From an optimization exercise on the open Yosys and OpenROAD flow, aimed at small area; shortcuts taken in it are not production practice. Where RTL was checked, it was by simulation tests only, not by an equivalence proof against the original. No activity file was given, so power comes from the tool's default toggle rates.

==> flow/design.v <==
package isa_pkg;
    localparam int word_w    = 16;               
    localparam int reg_idx_w = 4;                
    localparam int num_regs  = 1 << reg_idx_w;   
    localparam int pc_w      = 11;               
    localparam int imm_w     = 5;                
    localparam int step_w    = 5;
    localparam int n_steps   = 31;
    typedef logic [word_w-1:0]    word_t;
    typedef logic [reg_idx_w-1:0] reg_idx_t;
    typedef logic [pc_w-1:0]      pc_t;
endpackage
`timescale 1ns/1ns
module fetch_ctrl
(
    input  logic                       clk,
    input  logic                       rst_n,
    input  logic                       run,
    input  logic                       instr_valid,
    input  isa_pkg::word_t             instr_data,
    input  logic                       zero,        
    output logic                       fetch_req,
    output isa_pkg::pc_t               fetch_addr,
    output isa_pkg::word_t             instr,       
    output logic                       start,
    output logic                       stepping,
    output logic [isa_pkg::step_w-1:0] step,
    output logic                       retire
);
    logic        fetching;    
    logic        busy;        
    logic        idle;
    logic        pc_en;
    logic [3:0]  pc_i;
    logic        taken;
    logic        off_bit;
    logic        cin;
    logic        pc_c;
    logic [1:0]  pc_sum;
    isa_pkg::word_t ir;
    isa_pkg::pc_t   pc;
    assign idle      = !fetching && !busy;
    assign start     = fetching && instr_valid;
    assign retire    = busy && (step == isa_pkg::step_w'(isa_pkg::n_steps));
    assign stepping  = start || (busy && !retire);
    assign fetch_req = run && (idle || retire);
    always_ff @(posedge clk or negedge rst_n)
    begin
        if (!rst_n)
        begin
            fetching <= 1'b0;
            busy     <= 1'b0;
            step     <= '0;
        end
        else
        begin
            if (fetch_req)
                fetching <= 1'b1;
            else if (instr_valid)
                fetching <= 1'b0;
            if (start)
                busy <= 1'b1;
            else if (retire)
                busy <= 1'b0;
            if (stepping)
                step <= step + 1'b1;
            else
                step <= '0;
        end
    end
    assign instr = fetching ? instr_data : ir;
    always_ff @(posedge clk)
    begin
        ir <= instr;
    end
    assign pc_i    = step[3:0];
    assign pc_en   = busy && step[4] && (pc_i < 4'd11);
    assign taken   = (ir[15:13] == 3'b100) && zero;
    assign off_bit = taken && ir[(pc_i < 4'd4) ? pc_i : 4'd4];
    assign cin     = (pc_i == 4'd0) ? 1'b1 : pc_c;
    assign pc_sum  = {1'b0, pc[0]} + {1'b0, off_bit} + {1'b0, cin};
    always_ff @(posedge clk)
    begin
        pc_c <= pc_sum[1];
    end
    always_ff @(posedge clk or negedge rst_n)
    begin
        if (!rst_n)
            pc <= '0;
        else if (pc_en)
            pc <= {pc_sum[0], pc[isa_pkg::pc_w-1:1]};
    end
    assign fetch_addr = pc;
endmodule
`timescale 1ns/1ns
module reg_file
(
    input  logic              clk,
    input  logic [3:0]        ph_nxt,     
    input  logic              clr,        
    input  logic              we,
    input  isa_pkg::reg_idx_t wr_idx,
    input  isa_pkg::word_t    wr_data,
    input  isa_pkg::reg_idx_t rs_idx,
    input  isa_pkg::reg_idx_t rt_idx,
    output logic              rs_bit,     
    output logic              rt_bit      
);
    isa_pkg::word_t ring [isa_pkg::num_regs];
    logic [isa_pkg::word_w-1:0] heads;
    logic [2*isa_pkg::word_w-1:0] dbl;
    isa_pkg::word_t wr_rot;
    assign dbl    = {wr_data, wr_data} >> ph_nxt;
    assign wr_rot = dbl[isa_pkg::word_w-1:0];
    localparam isa_pkg::word_t odd = 16'haaaa;
    always_ff @(posedge clk)
    begin
        for (int i = 0; i < isa_pkg::num_regs; i++)
        begin
            if (clr || (we && (wr_idx == isa_pkg::reg_idx_t'(i))))
                ring[i] <= (clr ? '0 : wr_rot) ^ odd;
            else
                ring[i] <= {ring[i][0], ring[i][isa_pkg::word_w-1:1]} ^ {1'b1, {(isa_pkg::word_w-1){1'b1}}};
        end
    end
    always_comb
    begin
        for (int i = 0; i < isa_pkg::num_regs; i++)
            heads[i] = ring[i][0];
    end
    assign rs_bit = heads[rs_idx];
    assign rt_bit = heads[rt_idx];
endmodule
`timescale 1ns/1ns
module exec_unit
(
    input  logic                       clk,
    input  logic                       start,       
    input  logic                       stepping,    
    input  logic [isa_pkg::step_w-1:0] step,
    input  logic [3:0]                 ph,
    input  logic                       a_bit,
    input  logic                       b_bit,
    input  logic                       is_mult,
    input  logic                       is_add,      
    input  logic                       is_slt,
    input  logic                       inv_b,       
    output isa_pkg::word_t             result,
    output logic                       eq           
);
    localparam int w = isa_pkg::word_w;
    logic [w-1:0] acc;
    logic [w-1:0] base;
    logic [w-1:0] y;
    logic [w-1:0] bring;
    logic [w-1:0] bmod;
    logic         pass1;
    logic         act;
    logic         ins;
    logic         done_q;      
    logic         done;
    logic         lap;         
    logic         top;
    logic         a_x;
    logic         b_x;
    logic         cin;
    logic         c_q;
    logic         s_bit;
    logic         c_bit;
    logic         x_bit;
    logic         acc_cin;
    logic         eq_q;
    assign pass1 = !step[4];
    assign act   = stepping && (is_mult || is_add);
    assign done  = done_q && !start;
    assign lap   = stepping && is_add && (ph == 4'd0) && !done;
    assign top   = is_slt && (ph == 4'd15);
    assign a_x   = a_bit ^ top;
    assign b_x   = b_bit ^ inv_b ^ top;
    assign cin   = (ph == 4'd0) ? inv_b : c_q;
    assign s_bit = a_x ^ b_x ^ cin;
    assign c_bit = (a_x & b_x) | (a_x & cin) | (b_x & cin);
    always_ff @(posedge clk)
    begin
        c_q    <= c_bit;
        done_q <= stepping && (done || lap);
    end
    assign ins = is_mult ? (pass1 && b_bit) : lap;
    always_comb
    begin
        for (int n = 0; n < w; n++)
        begin
            if (4'(n) == {ph[2:0], 1'b0})
                bmod[n] = ins;
            else
                bmod[n] = bring[n];
        end
    end
    always_ff @(posedge clk)
    begin
        if (act)
            bring <= {bmod[w-2:0], bmod[w-1]};
        else
            bring <= '0;
    end
    assign x_bit = is_mult ? a_bit : (s_bit && !is_slt);
    always_comb
    begin
        for (int n = 0; n < w; n++)
            y[n] = x_bit && bmod[n] && (4'(n) >= ph);
    end
    assign acc_cin = stepping && top && done && !c_bit;
    assign base    = start ? '0 : acc;
    always_ff @(posedge clk)
    begin
        acc <= base + y + w'(acc_cin);
    end
    assign result = acc;
    always_ff @(posedge clk)
    begin
        if (stepping && pass1)
            eq_q <= (start || eq_q) && (a_bit == b_bit);
    end
    assign eq = eq_q;
endmodule
`timescale 1ns/1ns
module isa_core
(
    input  logic              clk,
    input  logic              rst_n,
    input  logic              run,
    input  logic              host_we,
    input  isa_pkg::reg_idx_t host_idx,
    input  isa_pkg::word_t    host_data,
    input  logic              instr_valid,
    input  isa_pkg::word_t    instr_data,
    output logic              fetch_req,
    output isa_pkg::pc_t      fetch_addr,
    output logic              wb_valid,
    output isa_pkg::reg_idx_t wb_idx,
    output isa_pkg::word_t    wb_data,
    output logic              io_stall
);
    logic                       clr;
    logic [3:0]                 ph;
    logic [3:0]                 ph_nxt;
    isa_pkg::word_t             instr;
    logic                       start;
    logic                       stepping;
    logic [isa_pkg::step_w-1:0] step;
    logic                       retire;
    logic                       zero;
    logic                       rs_bit;
    logic                       rt_bit;
    logic                       is_alu;
    logic                       is_mult;
    logic                       is_slt;
    logic                       is_add;
    logic                       inv_b;
    logic                       core_we;
    logic                       host_wr;
    logic                       rf_we;
    isa_pkg::reg_idx_t          rf_idx;
    isa_pkg::word_t             rf_data;
    isa_pkg::word_t             result;
    always_ff @(posedge clk or negedge rst_n)
    begin
        if (!rst_n)
        begin
            clr <= 1'b1;
            ph  <= '0;
        end
        else
        begin
            clr <= 1'b0;
            ph  <= ph_nxt;
        end
    end
    assign ph_nxt = ph + 4'd1;
    fetch_ctrl u_fetch_ctrl (
        .clk         (clk),
        .rst_n       (rst_n),
        .run         (run),
        .instr_valid (instr_valid),
        .instr_data  (instr_data),
        .zero        (zero),
        .fetch_req   (fetch_req),
        .fetch_addr  (fetch_addr),
        .instr       (instr),
        .start       (start),
        .stepping    (stepping),
        .step        (step),
        .retire      (retire)
    );
    assign is_alu  = (instr[15:14] == 2'b00);
    assign is_mult = (instr[15:13] == 3'b001) && instr[0];
    assign is_slt  = (instr[15:13] == 3'b001) && !instr[0];
    assign is_add  = (instr[15:13] == 3'b000) || is_slt;
    assign inv_b   = ((instr[15:13] == 3'b000) && instr[0]) || is_slt;
    assign core_we = retire && is_alu;
    assign host_wr = host_we && !run;
    assign rf_we   = core_we || host_wr;
    assign rf_idx  = core_we ? instr[4:1] : host_idx;
    assign rf_data = core_we ? result : host_data;
    reg_file u_reg_file (
        .clk     (clk),
        .ph_nxt  (ph_nxt),
        .clr     (clr),
        .we      (rf_we),
        .wr_idx  (rf_idx),
        .wr_data (rf_data),
        .rs_idx  (instr[12:9]),
        .rt_idx  (instr[8:5]),
        .rs_bit  (rs_bit),
        .rt_bit  (rt_bit)
    );
    exec_unit u_exec_unit (
        .clk      (clk),
        .start    (start),
        .stepping (stepping),
        .step     (step),
        .ph       (ph),
        .a_bit    (rs_bit),
        .b_bit    (rt_bit),
        .is_mult  (is_mult),
        .is_add   (is_add),
        .is_slt   (is_slt),
        .inv_b    (inv_b),
        .result   (result),
        .eq       (zero)
    );
    assign wb_valid = core_we;
    assign wb_idx   = instr[4:1];
    assign wb_data  = result;
    assign io_stall = !retire;
endmodule
export LEC_CHECK = 0
export ABC_CLOCK_PERIOD_IN_PS = 5500
export CAP_MARGIN = 20
export CORE_MARGIN = 2
export CORE_UTILIZATION = 55
export SLEW_MARGIN = 20
create_clock -name core_clock -period 5.5 [get_ports {clk}]
standard.sh (not shown) runs the stock make flow with config.mk's settings and CLKGATE_MAP_FILE= SYNTH_SCRIPT=/design/flow/synth_recipe.tcl, a recipe that flattens the netlist after the stock synthesis.
==> flow/flow/run.sh <==
#!/bin/bash
# The standard layout (standard.sh) with these changes:
#  - synthesis (flow/synth.tcl) maps the register-file ring muxes to o22ai
#    cells before ABC maps the rest
#  - port buffers use the smallest buffer cell
#  - the clock tree is built from small clock buffers in small sink
#    clusters, without dummy loads
# The ORFS tools log to orfs/logs as usual; make's output goes to
# standard.log.
set -euo pipefail
here=$(pwd)
sed "s#SYNTH_SCRIPT=[^ ]*#SYNTH_SCRIPT=$here/flow/synth.tcl#" standard.sh > standard_own.sh
export FLOW_FLOW_DIR=$here/flow
export BUFFER_PORTS_ARGS="-buffer_cell sky130_fd_sc_hd__buf_1"
export CTS_ARGS="-sink_clustering_enable -repair_clock_nets -dont_use_dummy_load -buf_list {sky130_fd_sc_hd__clkbuf_4} -sink_clustering_size 10 -sink_clustering_max_diameter 40"
bash standard_own.sh > standard.log 2>&1
==> flow/flow/ringmux.v <==
// Map a 2:1 mux into one o22ai cell: Y = !((!S | !B) & (S | !A)) = S ? B : A.
// The inverters are left to ABC, which merges them with their drivers.
module \$_MUX_ (A, B, S, Y);
  input A, B, S;
  output Y;
  wire na, nb, ns;
  \$_NOT_ inv_a (.A(A), .Y(na));
  \$_NOT_ inv_b (.A(B), .Y(nb));
  \$_NOT_ inv_s (.A(S), .Y(ns));
  sky130_fd_sc_hd__o22ai_1 _TECHMAP_REPLACE_ (.A1(ns), .A2(nb), .B1(S), .B2(na), .Y(Y));
endmodule
==> flow/flow/synth.tcl <==
# The standard flow's synthesis script (synth_recipe.tcl) with one addition: just before
# the final ABC mapping, the 2:1 muxes that feed the register-file ring
# flip-flops are mapped to single o22ai cells (flow/ringmux.v), so every
# ring bit gets the same small cell. ABC maps the rest as usual. The
# flip-flops are mapped before this point, so the registers are the same
# as in the standard synthesis.
proc synth {args} { yosys synth -nofsm -noshare {*}$args }
proc abc {args} {
  yosys select -set ringmux {*}{c:u_reg_file.ring* %ci1:+[D] %ci1:+[Y] t:$_MUX_ %i}
  yosys select -count @ringmux
  yosys techmap -map $::env(FLOW_FLOW_DIR)/ringmux.v @ringmux
  yosys opt_expr
  yosys opt_merge
  yosys opt_expr
  yosys opt_clean
  yosys abc {*}$args
}
source $::env(SCRIPTS_DIR)/synth.tcl
# left out here: clear keep_hierarchy, flatten, clean up, hide names made inside functions, write 1_2_yosys.v
Change:
--- a/flow/design.v
+++ b/flow/design.v
@@ -19,9 +19,12 @@
     input  logic                       instr_valid,
     input  isa_pkg::word_t             instr_data,
     input  logic                       zero,        
+    input  logic                       host_wr,
+    input  isa_pkg::reg_idx_t          host_idx,
     output logic                       fetch_req,
     output isa_pkg::pc_t               fetch_addr,
     output isa_pkg::word_t             instr,       
+    output isa_pkg::reg_idx_t          wr_idx,      
     output logic                       start,
     output logic                       stepping,
     output logic [isa_pkg::step_w-1:0] step,
@@ -50,7 +53,6 @@
         begin
             fetching <= 1'b0;
             busy     <= 1'b0;
-            step     <= '0;
         end
         else
         begin
@@ -62,17 +64,23 @@
                 busy <= 1'b1;
             else if (retire)
                 busy <= 1'b0;
-            if (stepping)
-                step <= step + 1'b1;
-            else
-                step <= '0;
         end
     end
+    always_ff @(posedge clk)
+    begin
+        if (stepping)
+            step <= step + 1'b1;
+        else
+            step <= '0;
+    end
     assign instr = fetching ? instr_data : ir;
     always_ff @(posedge clk)
     begin
         ir <= instr;
+        if (!fetching && host_wr)
+            ir[4:1] <= host_idx;
     end
+    assign wr_idx = ir[4:1];
     assign pc_i    = step[3:0];
     assign pc_en   = busy && step[4] && (pc_i < 4'd11);
     assign taken   = (ir[15:13] == 3'b100) && zero;
@@ -142,6 +150,8 @@
     input  logic                       a_bit,
     input  logic                       b_bit,
     input  logic                       is_mult,
+    input  logic                       host_wr,     
+    input  isa_pkg::word_t             host_data,
     input  logic                       is_add,      
     input  logic                       is_slt,
     input  logic                       inv_b,       
@@ -185,7 +195,7 @@
         c_q    <= c_bit;
         done_q <= stepping && (done || lap);
     end
-    assign ins = is_mult ? (pass1 && b_bit) : lap;
+    assign ins = is_mult ? (stepping && pass1 && b_bit) : lap;
     always_comb
     begin
         for (int n = 0; n < w; n++)
@@ -210,7 +220,15 @@
             y[n] = x_bit && bmod[n] && (4'(n) >= ph);
     end
     assign acc_cin = stepping && top && done && !c_bit;
-    assign base    = start ? '0 : acc;
+    always_comb
+    begin
+        if (host_wr)
+            base = host_data;
+        else if (start)
+            base = '0;
+        else
+            base = acc;
+    end
     always_ff @(posedge clk)
     begin
         acc <= base + y + w'(acc_cin);
@@ -259,6 +277,8 @@
     logic                       inv_b;
     logic                       core_we;
     logic                       host_wr;
+    logic                       host_wr_q;
+    isa_pkg::reg_idx_t          wr_idx;
     logic                       rf_we;
     isa_pkg::reg_idx_t          rf_idx;
     isa_pkg::word_t             rf_data;
@@ -284,9 +304,12 @@
         .instr_valid (instr_valid),
         .instr_data  (instr_data),
         .zero        (zero),
+        .host_wr     (host_wr),
+        .host_idx    (host_idx),
         .fetch_req   (fetch_req),
         .fetch_addr  (fetch_addr),
         .instr       (instr),
+        .wr_idx      (wr_idx),
         .start       (start),
         .stepping    (stepping),
         .step        (step),
@@ -299,9 +322,13 @@
     assign inv_b   = ((instr[15:13] == 3'b000) && instr[0]) || is_slt;
     assign core_we = retire && is_alu;
     assign host_wr = host_we && !run;
-    assign rf_we   = core_we || host_wr;
-    assign rf_idx  = core_we ? instr[4:1] : host_idx;
-    assign rf_data = core_we ? result : host_data;
+    always_ff @(posedge clk)
+    begin
+        host_wr_q  <= host_wr;
+    end
+    assign rf_we   = core_we || host_wr_q;
+    assign rf_idx  = wr_idx;
+    assign rf_data = result;
     reg_file u_reg_file (
         .clk     (clk),
         .ph_nxt  (ph_nxt),
@@ -323,6 +350,8 @@
         .a_bit    (rs_bit),
         .b_bit    (rt_bit),
         .is_mult  (is_mult),
+        .host_wr  (host_wr),
+        .host_data(host_data),
         .is_add   (is_add),
         .is_slt   (is_slt),
         .inv_b    (inv_b),
=> The new run produced a clean layout; setup slack gets worse by 160 ps; die area is higher by 1.4%; synthesized area is higher by 1.5%; clock power grows by about 5%; sequential cell count is higher by 1; via count went up by 3.6%; final area rises by 3.0%; routed wire length rises by 3.8%; power grows by 15%; clock-buffer cell count rises by 3; global-route usage goes up by 0.21 points.
No functional check of the RTL was part of the second run of this note.

========
Starts from the design.v that is shown in full above.
export LEC_CHECK = 0
export ABC_CLOCK_PERIOD_IN_PS = 5500
export CAP_MARGIN = 20
export CORE_MARGIN = 2
export CORE_UTILIZATION = 75
export PLACE_DENSITY = 0.85
export SLEW_MARGIN = 20
create_clock -name core_clock -period 5.5 [get_ports {clk}]
==> flow/flow/abc.script <==
&get -n
&st
&dch
&nf
&st
&syn2
&if -g -K 6
&synch2
&nf
&st
&syn2
&if -g -K 6
&synch2
&nf
&st
&syn2
&if -g -K 6
&synch2
&nf
&st
&syn2
&if -g -K 6
&synch2
&nf
&st
&syn2
&if -g -K 6
&synch2
&nf
&put
topo
stime -c
==> flow/flow/synth.tcl <==
# The standard flow's synthesis script (synth_recipe.tcl) with one addition: just before
# the final ABC mapping, the 2:1 muxes that feed the register-file ring
# flip-flops are mapped to single o22ai cells (flow/ringmux.v), so every
# ring bit gets the same small cell. ABC maps the rest as usual. The
# flip-flops are mapped before this point, so the registers are the same
# as in the standard synthesis. If flow/abc.script exists, ABC runs that
# script instead of ORFS's speed script.
proc synth {args} { yosys synth -nofsm -noshare {*}$args }
proc abc {args} {
  yosys select -set ringmux {*}{c:u_reg_file.ring* %ci1:+[D] %ci1:+[Y] t:$_MUX_ %i}
  yosys select -count @ringmux
  yosys techmap -map $::env(FLOW_FLOW_DIR)/ringmux.v @ringmux
  yosys opt_expr
  yosys opt_merge
  yosys opt_expr
  yosys opt_clean
  set i [lsearch -exact $args -script]
  if { $i >= 0 && [file exists $::env(FLOW_FLOW_DIR)/abc.script] } {
    lset args [expr {$i + 1}] $::env(FLOW_FLOW_DIR)/abc.script
  }
  yosys abc {*}$args
}
source $::env(SCRIPTS_DIR)/synth.tcl
# left out here: clear keep_hierarchy, flatten, clean up, hide names made inside functions, write 1_2_yosys.v
Scripts as last shown in full above: flow/flow/run.sh, flow/flow/ringmux.v
Then changed:
--- a/flow/design.v
+++ b/flow/design.v
@@ -19,12 +19,13 @@
     input  logic                       instr_valid,
     input  isa_pkg::word_t             instr_data,
     input  logic                       zero,        
     output logic                       fetch_req,
     output isa_pkg::pc_t               fetch_addr,
     output isa_pkg::word_t             instr,       
+    output isa_pkg::reg_idx_t          rd,          
     output logic                       start,
     output logic                       stepping,
     output logic [isa_pkg::step_w-1:0] step,
     output logic                       retire
 );
     logic        fetching;    
@@ -47,35 +48,38 @@
     always_ff @(posedge clk or negedge rst_n)
     begin
         if (!rst_n)
         begin
             fetching <= 1'b0;
             busy     <= 1'b0;
-            step     <= '0;
         end
         else
         begin
             if (fetch_req)
                 fetching <= 1'b1;
             else if (instr_valid)
                 fetching <= 1'b0;
             if (start)
                 busy <= 1'b1;
             else if (retire)
                 busy <= 1'b0;
-            if (stepping)
-                step <= step + 1'b1;
-            else
-                step <= '0;
         end
     end
+    always_ff @(posedge clk)
+    begin
+        if (stepping)
+            step <= step + 1'b1;
+        else
+            step <= '0;
+    end
     assign instr = fetching ? instr_data : ir;
     always_ff @(posedge clk)
     begin
         ir <= instr;
     end
+    assign rd = ir[4:1];
     assign pc_i    = step[3:0];
     assign pc_en   = busy && step[4] && (pc_i < 4'd11);
     assign taken   = (ir[15:13] == 3'b100) && zero;
     assign off_bit = taken && ir[(pc_i < 4'd4) ? pc_i : 4'd4];
     assign cin     = (pc_i == 4'd0) ? 1'b1 : pc_c;
     assign pc_sum  = {1'b0, pc[0]} + {1'b0, off_bit} + {1'b0, cin};
@@ -242,12 +246,13 @@
     output logic              io_stall
 );
     logic                       clr;
     logic [3:0]                 ph;
     logic [3:0]                 ph_nxt;
     isa_pkg::word_t             instr;
+    isa_pkg::reg_idx_t          rd;
     logic                       start;
     logic                       stepping;
     logic [isa_pkg::step_w-1:0] step;
     logic                       retire;
     logic                       zero;
     logic                       rs_bit;
@@ -284,12 +289,13 @@
         .instr_valid (instr_valid),
         .instr_data  (instr_data),
         .zero        (zero),
         .fetch_req   (fetch_req),
         .fetch_addr  (fetch_addr),
         .instr       (instr),
+        .rd          (rd),
         .start       (start),
         .stepping    (stepping),
         .step        (step),
         .retire      (retire)
     );
     assign is_alu  = (instr[15:14] == 2'b00);
@@ -297,13 +303,13 @@
     assign is_slt  = (instr[15:13] == 3'b001) && !instr[0];
     assign is_add  = (instr[15:13] == 3'b000) || is_slt;
     assign inv_b   = ((instr[15:13] == 3'b000) && instr[0]) || is_slt;
     assign core_we = retire && is_alu;
     assign host_wr = host_we && !run;
     assign rf_we   = core_we || host_wr;
-    assign rf_idx  = core_we ? instr[4:1] : host_idx;
+    assign rf_idx  = core_we ? rd : host_idx;
     assign rf_data = core_we ? result : host_data;
     reg_file u_reg_file (
         .clk     (clk),
         .ph_nxt  (ph_nxt),
         .clr     (clr),
         .we      (rf_we),
@@ -327,10 +333,10 @@
         .is_slt   (is_slt),
         .inv_b    (inv_b),
         .result   (result),
         .eq       (zero)
     );
     assign wb_valid = core_we;
-    assign wb_idx   = instr[4:1];
+    assign wb_idx   = rd;
     assign wb_data  = result;
     assign io_stall = !retire;
 endmodule
Hold slack got worse by 0.082 ns.
Setup slack loses 0.18 ns.
Synthesized cell count goes up by about 1%.
Power grows by about 4.6%.
Die area barely changes.
Clock skew climbs by 0.042 ns.
Design area grows by 1.7%.
Fmax is lower by 3.3%.
First-iteration DRC count decreases by 20%.
Function not checked in the second run of this note: the RTL went through the layout flow alone.

-- port drivers added, routing unchanged --
In the flow no input, the clock included, has a driving cell. The finished layouts below were timed again as built, in two steps. Step 1 (the two cells are an assumption about what drives the block):
set clk [get_ports {clk}]
set_driving_cell -lib_cell sky130_fd_sc_hd__clkbuf_16 $clk
set_driving_cell -lib_cell sky130_fd_sc_hd__buf_2 [delete_from_list [all_inputs] $clk]
Step 2 times the ports against the registers' clock, not the clock port: input delays grow and output delays shrink by t, the midpoint of the rising clock arrivals with the driver on. Slacks: no drivers / after step 1 / after step 2; pairs: no drivers / after step 1.
| run | shift t [ns] | setup slack, ns | worst setup path after step 2 | clock arrival spread, ns | pins driven straight from the clock port |
|---|---|---|---|---|---|
| the first run of note 1 | 0.668 | 0.468 / 0.468 / -0.179 | input to register | 0.093 / 0.093 | 1 |
| the second run of note 1 | 0.672 | 0.311 / 0.311 / -0.324 | input to register | 0.087 / 0.088 | 1 |
| the first run of note 2 | 0.676 | 0.302 / 0.322 / -0.354 | input to register | 0.079 / 0.080 | 1 |
| the second run of note 2 | 0.671 | 0.124 / 0.124 / -0.483 | input to register | 0.121 / 0.121 | 1 |
Met with ideal ports but missed after step 2: setup timing in every run listed. The setup slack of the first run of note 2, which loses most, moves by +0.020 ns with the drivers and by -0.656 ns with both steps.
